This design comes from an exercise in tuning for small area and a short achievable clock period on the open sky130 flow, not from production work.
No activity file was given, so power comes from the tool's default toggle rates.

Design mem_responder_top, start of the top module:
module mem_responder_top (
    input  logic       clk,
    input  logic       rst,
    input  logic       req,
    input  logic       we,
    input  logic [7:0] addr,
    input  logic [7:0] wdata,
    output logic [7:0] rdata,
    output logic       ack,
    output logic       err,
    output logic       busy
);
    mem_responder #(.DW(8), .AW(8), .DEPTH(200), .WAIT(2)) u_resp (
        .clk(clk), .rst(rst), .req(req), .we(we), .addr(addr), .wdata(wdata),
        .rdata(rdata), .ack(ack), .err(err), .busy(busy));
endmodule
Size in the first run: ~1700 flip-flops, roughly 31 I/O pins.
Settings: LEC_CHECK=0, ABC_CLOCK_PERIOD_IN_PS=2200, CAP_MARGIN=20, CORE_MARGIN=2, CORE_UTILIZATION=70, CTS_BUF_LIST=sky130_fd_sc_hd__clkbuf_16, CTS_CLUSTER_DIAMETER=60, CTS_CLUSTER_SIZE=24, SETUP_SLACK_MARGIN=2.3, SLEW_MARGIN=20, SYNTH_HIERARCHICAL=1, TNS_END_PERCENT=10; clock period 4.5 ns.
standard.sh (not shown) runs the stock make flow with config.mk's settings and CLKGATE_MAP_FILE= SYNTH_SCRIPT=/design/flow/synth_recipe.tcl, a recipe that flattens the netlist after the stock synthesis.
==> flow/flow/run.sh <==
#!/bin/bash
# Standard ORFS layout (the standard.sh), with the port buffers made of buf_4 cells
# instead of whatever buffer_ports picks by default (it has been picking delay cells).
set -euo pipefail
bash standard.sh finish 'BUFFER_PORTS_ARGS=-buffer_cell sky130_fd_sc_hd__buf_4' > make_finish.log 2>&1
Edit:
--- a/flow/design.v
+++ b/flow/design.v
@@ -40,20 +40,19 @@
     logic [2:0]    tp_q;         
     logic          w1_q;         
     logic [15:0]   lo_q;
     logic [NG-1:0] gr_q;
     logic [2:0]    xr_q;
     logic [DW-1:0] wdata_q;
     logic [DW-1:0] rdata_q;
     logic [2:0] ph_q;            
     logic       ph2_q;
-    logic          wp1_q, pre_q;
-    logic [NG-1:0] preg_q;       
+    logic       wp1_q, pre_q;
     logic [DW-1:0] x2 [2];       
     logic [DW-1:0] t1;           
     logic [DW-1:0] grpb [4];     
     logic [DW-1:0] grpx_q;       
     logic          a_hi, a_inr;
     logic [1:0]    a_word;
     logic [2:0]    a_tp;
     logic [15:0]   a_lo;
     logic [NG-1:0] a_gr;
@@ -118,19 +117,18 @@
     assign w1_d  = busy_q ? w1_q : a_word[0];
     assign is2_d = busy_q ? is2_q : (a_gr[4] && a_xr[2]);
     always_ff @(posedge clk) begin
         at_tap_q  <= is2_d ? (w1_d ^ ph2_d) : |(tp_d & ph_d);
         at_next_q <= is2_d ? !(w1_d ^ ph2_d) : |({tp_d[1:0], tp_d[2]} & ph_d);
         ph_q  <= ph_d;
         ph2_q <= !ph2_q;
         wp1_q <= commit;
         pre_q <= preset;
-        preg_q <= {NG{preset}} & gr_q;
         grpx_q <= grp_x;
     end
     always_ff @(posedge clk) begin
         if (rst) begin
             busy_q <= 1'b0;
             ack_q  <= 1'b0;
             err_q  <= 1'b0;
             st_q   <= 2'd0;
         end else if (!busy_q) begin
@@ -164,20 +162,20 @@
             xr_q    <= a_xr;
             wdata_q <= wdata;
         end
     end
     always_ff @(posedge clk) begin
         if (!ack_q && at_next_q) rdata_q <= rd;
     end
     for (genvar g = 0; g < 4; g++) begin : g_bank
         mem_responder_bank #(.DW(DW)) u_bank (
-            .clk(clk), .idle(!busy_q), .a_lo(a_lo), .lo_q(lo_q),
-            .pre(preset && gr_q[g]), .set(preg_q[g]), .restore(restore),
+            .clk(clk), .idle(!busy_q), .a_low(addr[3:0]), .lo_q(lo_q),
+            .pre(preset && gr_q[g]), .set(pre_q && gr_q[g]), .restore(restore),
             .wdata_q(wdata_q), .grp_q(grpb[g]));
     end
     for (genvar i = 0; i < 2; i++) begin : g_xring
         mem_responder_ring3 #(.DW(DW)) u_ring (
             .clk(clk), .pre(preset && rsel[64 + i]), .set(pre_q && rsel[64 + i]),
             .nd(~setd_x), .tap(x2[i]));
     end
     mem_responder_ring2 #(.DW(DW)) u_ring2 (
         .clk(clk), .pre(preset && rsel[NR]), .set(pre_q && rsel[NR]), .nd(~setd_x), .tap(t1));
@@ -185,31 +183,32 @@
     assign ack   = ack_q;
     assign err   = err_q;
     assign busy  = busy_q;
 endmodule
 module mem_responder_bank #(
     parameter int DW = 8
 ) (
     input  logic          clk,
     input  logic          idle,
-    input  logic [15:0]   a_lo,
+    input  logic [3:0]    a_low,
     input  logic [15:0]   lo_q,
     input  logic          pre,
     input  logic          set,
     input  logic          restore,
     input  logic [DW-1:0] wdata_q,
     output logic [DW-1:0] grp_q
 );
     logic [DW-1:0] tap [16];
     logic [DW-1:0] setd, grp_d;
     logic [15:0]   lo_sel;
     assign setd   = restore ? grp_q : wdata_q;
-    assign lo_sel = idle ? a_lo : lo_q;
+    always_comb
+        for (int i = 0; i < 16; i++) lo_sel[i] = idle ? (a_low == 4'(i)) : lo_q[i];
     for (genvar i = 0; i < 16; i++) begin : g_ring
         mem_responder_ring3 #(.DW(DW)) u_ring (
             .clk(clk), .pre(pre && lo_q[i]), .set(set && lo_q[i]), .nd(~setd), .tap(tap[i]));
     end
     always_comb begin
         grp_d = '0;
         for (int i = 0; i < 16; i++)
             if (lo_sel[i]) grp_d = grp_d | tap[i];
     end
Effect:
- routed wire length rose by a quarter to a third
- flip-flop and latch count fell by 4
- setup slack hardly moves
- non-clock buffer count rose by 22
- via count rose by a quarter to a third
- clock power rose by a little under a tenth
No functional check of the RTL was part of any run of this note.

port drivers added, routing unchanged:
The flow's constraints put no driver on any port. The routed layouts listed below were extracted and timed again, unchanged, in two steps.
Step 1, drivers: a clkbuf_16 drives clk and a buf_2 each remaining input, both assumed.
Step 2 times the ports against the registers' clock, not the clock port: input delays grow and output delays shrink by t, the midpoint of the rising clock arrivals with the driver on.
a / b / c = no drivers / after step 1 / after step 2; a / b = the first two.
| run | t (ns) | setup slack, ns | latest minus earliest clock arrival (ns) | cell pins on the clock port's net |
|---|---|---|---|---|
| the first run | 0.720 | 2.199 / 2.132 / 1.439 | 0.028 / 0.029 | 1 |
| the second run | 0.730 | 2.196 / 2.138 / 1.497 | 0.028 / 0.027 | 1 |
After both steps every run listed still meets setup and hold. For the first run, which loses most, drivers alone change the setup slack by -0.067 ns; drivers and shift together by -0.760 ns.
